What follows belongs to an exercise in optimizing a design on an open flow for small area; a production flow would make more cautious choices.
Only simulation tests tie the RTL to the original design; equivalence was not proved.
Power and IR drop assume default switching activity.

## red
// knob_calc_top
module knob_calc_top (
        input  logic         clk,
        input  logic         reset,
        input  logic         rot,
        input  logic [3:0]   bits,
        output logic [127:0] line1,
        output logic [127:0] line2
);
For scale: ~1500 cells after synthesis, roughly 19000 um^2 of cells after synthesis.
clock: 5.0 ns
lec_check: 0
cap_margin: 20
core_margin: 2
core_utilization: 40
slew_margin: 20
standard.sh (not shown) runs the stock make flow with config.mk's settings and CLKGATE_MAP_FILE= SYNTH_SCRIPT=/design/flow/synth_recipe.tcl, a recipe that flattens the netlist after the stock synthesis.
==> flow/flow/run.sh <==
#!/bin/bash
# Layout flow: the standard flow (standard.sh), with
#  - smaller port buffers and a clock tree without dummy loads (ORFS env knobs),
#  - the constant-0 output ports of eight characters sharing one tie cell
#    (flow/ties.tcl, run on the placed design before clock tree synthesis).
# Each tool's output goes to a log file of its own in the work folder.
set -euo pipefail
W=$(pwd)
export RESULTS=$W/orfs/results/$FLOW_PLATFORM/knob_calc_top/base
export BUFFER_PORTS_ARGS="-buffer_cell sky130_fd_sc_hd__buf_1"
export CTS_ARGS="-sink_clustering_enable -repair_clock_nets -dont_use_dummy_load $(cat $W/flow/cts_args.txt)"
bash standard.sh place > $W/log_standard_place.log 2>&1
openroad -no_init -exit $W/flow/ties.tcl > $W/log_ties.log 2>&1
bash standard.sh > $W/log_standard_finish.log 2>&1
==> flow/flow/cts_args.txt <==
-sink_clustering_size 20 -sink_clustering_max_diameter 60 -buf_list sky130_fd_sc_hd__clkbuf_8
==> flow/flow/ties.tcl <==
# Let the constant-0 output ports of eight neighbouring characters share a single
# tie cell. repair_tie_fanout gives every constant port a tie cell of its own;
# here the ports line<n>[8i+k] of characters 8j to 8j+7 (n = 1, 2) are put on
# the net of one of them and the other tie cells are deleted.
read_db $::env(RESULTS)/3_place.odb
set block [ord::get_db_block]
array set keep {}
set removed 0
foreach inst [$block getInsts] {
  if {[[$inst getMaster] getName] ne "sky130_fd_sc_hd__conb_1"} { continue }
  set net [[$inst findITerm LO] getNet]
  if {$net eq "NULL"} { continue }
  set bterms [$net getBTerms]
  if {[llength $bterms] != 1 || [llength [$net getITerms]] != 1} { continue }
  set bt [lindex $bterms 0]
  if {![regexp {^(line[12])\[(\d+)\]$} [$bt getName] -> ln bit]} { continue }
  set key "$ln/[expr {$bit / 64}]"
  if {![info exists keep($key)]} {
    set keep($key) $net
    continue
  }
  $bt disconnect
  $bt connect $keep($key)
  odb::dbInst_destroy $inst
  odb::dbNet_destroy $net
  incr removed
}
puts "ties.tcl: removed $removed tie cells, [array size keep] kept"
write_db $::env(RESULTS)/3_place.odb
## Diff of input files: blue against red
==> flow/flow/cts_args.txt <==
-sink_clustering_size 21 -sink_clustering_max_diameter 60 -buf_list sky130_fd_sc_hd__clkbuf_8
### Flow results
blue -> red: fraction of area in registers flat
Between blue and red, the switching power share of the total does not differ in any meaningful way.
Diff red -> blue: synthesized-area fraction occupied by ao, oa, aoi and oai cells stayed essentially flat, clock skew has increased.
On final hold slack, red tracks blue almost exactly.
Diff red -> blue | routed wire length | down slightly
Between blue and red, the power after layout is lower for blue.

---

knob_calc_top, a different RTL version from the one above (not shown whole).
Size in the first run: about 600 flip-flops, roughly 260 I/O pins, ~19,000 um2 of cells after synthesis.
Design knob_calc_top, start of the top module:
module knob_calc_top (
        input  logic         clk,
        input  logic         reset,
        input  logic         rot,
        input  logic [3:0]   bits,
        output logic [127:0] line1,
        output logic [127:0] line2
);
==> flow/config.mk <==
export PLATFORM = sky130hd
export DESIGN_NAME = knob_calc_top
export DESIGN_NICKNAME = knob_calc_top
export VERILOG_FILES = /design/flow/design.v
export SDC_FILE = /design/flow/constraint.sdc
export NUM_CORES = 4
export LEC_CHECK = 0
export CAP_MARGIN = 0
export CORE_MARGIN = 2
export CORE_UTILIZATION = 40
export SLEW_MARGIN = 0
==> flow/constraint.sdc <==
create_clock -name core_clock -period 5.0 [get_ports {clk}]
set_input_delay 1.0000 -clock core_clock [delete_from_list [all_inputs] [get_ports {clk}]]
set_output_delay 1.0000 -clock core_clock [all_outputs]
set_load 0.01 [all_outputs]
==> flow/flow/run.sh <==
#!/bin/bash
# Layout flow: the standard flow (standard.sh), with
#  - smaller port buffers and a clock tree without dummy loads (ORFS env knobs),
#  - the constant-0 output ports of two characters sharing one tie cell
#    (flow/ties.tcl, run on the placed design before clock tree synthesis).
# Each tool's output goes to a log file of its own in the work folder.
set -euo pipefail
W=$(pwd)
export RESULTS=$W/orfs/results/$FLOW_PLATFORM/knob_calc_top/base
export BUFFER_PORTS_ARGS="-buffer_cell sky130_fd_sc_hd__buf_1"
export CTS_ARGS="-sink_clustering_enable -repair_clock_nets -dont_use_dummy_load $(cat $W/flow/cts_args.txt)"
bash standard.sh place > $W/log_standard_place.log 2>&1
openroad -no_init -exit $W/flow/ties.tcl > $W/log_ties.log 2>&1
bash standard.sh > $W/log_standard_finish.log 2>&1
==> flow/flow/cts_args.txt <==
-sink_clustering_size 20 -sink_clustering_max_diameter 60 -buf_list sky130_fd_sc_hd__clkbuf_4 sky130_fd_sc_hd__clkbuf_8
==> flow/flow/ties.tcl <==
# Let the constant-0 output ports of two neighbouring characters share a single
# tie cell. repair_tie_fanout gives every constant port a tie cell of its own;
# here the ports line<n>[8i+k] of characters 2j and 2j+1 (n = 1, 2) are put on
# the net of one of them and the other tie cells are deleted.
read_db $::env(RESULTS)/3_place.odb
set block [ord::get_db_block]
array set keep {}
set removed 0
foreach inst [$block getInsts] {
  if {[[$inst getMaster] getName] ne "sky130_fd_sc_hd__conb_1"} { continue }
  set net [[$inst findITerm LO] getNet]
  if {$net eq "NULL"} { continue }
  set bterms [$net getBTerms]
  if {[llength $bterms] != 1 || [llength [$net getITerms]] != 1} { continue }
  set bt [lindex $bterms 0]
  if {![regexp {^(line[12])\[(\d+)\]$} [$bt getName] -> ln bit]} { continue }
  set key "$ln/[expr {$bit / 16}]"
  if {![info exists keep($key)]} {
    set keep($key) $net
    continue
  }
  $bt disconnect
  $bt connect $keep($key)
  odb::dbInst_destroy $inst
  odb::dbNet_destroy $net
  incr removed
}
puts "ties.tcl: removed $removed tie cells, [array size keep] kept"
write_db $::env(RESULTS)/3_place.odb
The baseline failed in clock tree synthesis.
==> next run, changes <==
==> flow/flow/cts_args.txt (replaced) <==
-sink_clustering_size 20 -sink_clustering_max_diameter 60 -buf_list sky130_fd_sc_hd__clkbuf_8
--- a/flow/flow/ties.tcl
+++ b/flow/flow/ties.tcl
@@ -1,5 +1,5 @@
-# Let the constant-0 output ports of two neighbouring characters share a single
+# Let the constant-0 output ports of eight neighbouring characters share a single
 # tie cell. repair_tie_fanout gives every constant port a tie cell of its own;
-# here the ports line<n>[8i+k] of characters 2j and 2j+1 (n = 1, 2) are put on
+# here the ports line<n>[8i+k] of characters 8j to 8j+7 (n = 1, 2) are put on
 # the net of one of them and the other tie cells are deleted.
 read_db $::env(RESULTS)/3_place.odb
@@ -15,5 +15,5 @@
   set bt [lindex $bterms 0]
   if {![regexp {^(line[12])\[(\d+)\]$} [$bt getName] -> ln bit]} { continue }
-  set key "$ln/[expr {$bit / 16}]"
+  set key "$ln/[expr {$bit / 64}]"
   if {![info exists keep($key)]} {
     set keep($key) $net
Settings changed: CAP_MARGIN 0 to 20, GPL_TIMING_DRIVEN set to 0, SLEW_MARGIN 0 to 20.
With this change the flow passed the timing, DRC and antenna checks.
Area after synthesis does not change.
Synthesized cell count is unchanged.
==> next run, changes <==
--- a/flow/flow/ties.tcl
+++ b/flow/flow/ties.tcl
@@ -1,5 +1,5 @@
-# Let the constant-0 output ports of eight neighbouring characters share a single
+# Let the constant-0 output ports of two neighbouring characters share a single
 # tie cell. repair_tie_fanout gives every constant port a tie cell of its own;
-# here the ports line<n>[8i+k] of characters 8j to 8j+7 (n = 1, 2) are put on
+# here the ports line<n>[8i+k] of characters 2j and 2j+1 (n = 1, 2) are put on
 # the net of one of them and the other tie cells are deleted.
 read_db $::env(RESULTS)/3_place.odb
@@ -15,5 +15,5 @@
   set bt [lindex $bterms 0]
   if {![regexp {^(line[12])\[(\d+)\]$} [$bt getName] -> ln bit]} { continue }
-  set key "$ln/[expr {$bit / 64}]"
+  set key "$ln/[expr {$bit / 16}]"
   if {![info exists keep($key)]} {
     set keep($key) $net
Settings changed: GPL_TIMING_DRIVEN 0 to not set.
The new run went through all stages and came out clean.
Worst setup slack gains 260 ps.
Combinational power decreases by about 26%.
Worst hold slack gets worse by 67 ps.
==> next run, changes <==
--- a/flow/flow/run.sh
+++ b/flow/flow/run.sh
@@ -2,5 +2,5 @@
 # Layout flow: the standard flow (standard.sh), with
 #  - smaller port buffers and a clock tree without dummy loads (ORFS env knobs),
-#  - the constant-0 output ports of two characters sharing one tie cell
+#  - the constant-0 output ports of eight characters sharing one tie cell
 #    (flow/ties.tcl, run on the placed design before clock tree synthesis).
 # Each tool's output goes to a log file of its own in the work folder.
--- a/flow/flow/ties.tcl
+++ b/flow/flow/ties.tcl
@@ -1,5 +1,5 @@
-# Let the constant-0 output ports of two neighbouring characters share a single
+# Let the constant-0 output ports of eight neighbouring characters share a single
 # tie cell. repair_tie_fanout gives every constant port a tie cell of its own;
-# here the ports line<n>[8i+k] of characters 2j and 2j+1 (n = 1, 2) are put on
+# here the ports line<n>[8i+k] of characters 8j to 8j+7 (n = 1, 2) are put on
 # the net of one of them and the other tie cells are deleted.
 read_db $::env(RESULTS)/3_place.odb
@@ -15,5 +15,5 @@
   set bt [lindex $bterms 0]
   if {![regexp {^(line[12])\[(\d+)\]$} [$bt getName] -> ln bit]} { continue }
-  set key "$ln/[expr {$bit / 16}]"
+  set key "$ln/[expr {$bit / 64}]"
   if {![info exists keep($key)]} {
     set keep($key) $net
=>
- clock-buffer cell count is unchanged
- die area is unchanged
- cell count shrinks by about 0.6%
- core utilization is about the same
- global-route usage goes down by 1.3 points
- sequential cell count does not change
- worst setup slack improved by 16 ps
- design area is about the same
==> next run, changes <==
--- a/flow/flow/run.sh
+++ b/flow/flow/run.sh
@@ -2,5 +2,5 @@
 # Layout flow: the standard flow (standard.sh), with
 #  - smaller port buffers and a clock tree without dummy loads (ORFS env knobs),
-#  - the constant-0 output ports of eight characters sharing one tie cell
+#  - the constant-0 output ports of two characters sharing one tie cell
 #    (flow/ties.tcl, run on the placed design before clock tree synthesis).
 # Each tool's output goes to a log file of its own in the work folder.
==> flow/flow/cts_args.txt (replaced) <==
-sink_clustering_size 16 -sink_clustering_max_diameter 40 -buf_list {sky130_fd_sc_hd__clkbuf_4 sky130_fd_sc_hd__clkbuf_8}
--- a/flow/flow/ties.tcl
+++ b/flow/flow/ties.tcl
@@ -1,5 +1,5 @@
-# Let the constant-0 output ports of eight neighbouring characters share a single
+# Let the constant-0 output ports of two neighbouring characters share a single
 # tie cell. repair_tie_fanout gives every constant port a tie cell of its own;
-# here the ports line<n>[8i+k] of characters 8j to 8j+7 (n = 1, 2) are put on
+# here the ports line<n>[8i+k] of characters 2j and 2j+1 (n = 1, 2) are put on
 # the net of one of them and the other tie cells are deleted.
 read_db $::env(RESULTS)/3_place.odb
@@ -15,5 +15,5 @@
   set bt [lindex $bterms 0]
   if {![regexp {^(line[12])\[(\d+)\]$} [$bt getName] -> ln bit]} { continue }
-  set key "$ln/[expr {$bit / 64}]"
+  set key "$ln/[expr {$bit / 16}]"
   if {![info exists keep($key)]} {
     set keep($key) $net
Settings changed: CORE_UTILIZATION 40 to 65, PLACE_DENSITY set to 0.75.
Non-clock buffer count rose by 1.
Worst setup slack degrades by 15 ps.
Sequential cell count stays the same.
Cell count fell by about 10%.
Final area fell by about 0.38%.

## afterwards: timing with drivers on the ports
Ports are ideal in the flow. The routed layouts listed here were re-timed in OpenROAD.
Step 1: set_driving_cell puts a clkbuf_16 on clk and a buf_2 on each other input, an assumption about the parent block.
Step 2 moves the port delays by t, midway between the first and last clock arrival at a register: inputs arrive t later, outputs are due t later. That takes back most of the time a late clock gives input paths.
Three values: ideal, step 1, step 2; two values: the first two.
run	t (ns)	setup slack, ns	hold slack, ns	worst slew at a driven data input, ns
red	0.604	1.231 / 1.231 / 0.998	0.271 / 0.271 / 0.271	0.11
blue	0.610	1.228 / 1.228 / 1.033	0.269 / 0.269 / 0.269	0.11
the second run of note 2	0.639	1.106 / 1.106 / 1.106	0.302 / 0.302 / 0.302	0.04
the third run of note 2	0.623	1.365 / 1.365 / 1.365	0.235 / 0.235 / 0.235	0.03
the fourth run of note 2	0.624	1.381 / 1.381 / 1.381	0.234 / 0.234 / 0.234	0.03
the fifth run of note 2	0.618	1.366 / 1.366 / 1.366	0.291 / 0.291 / 0.291	0.04
After both steps every run listed still meets setup and hold. For red, which loses most, drivers alone change the setup slack by 0.000 ns; drivers and shift together by -0.233 ns.
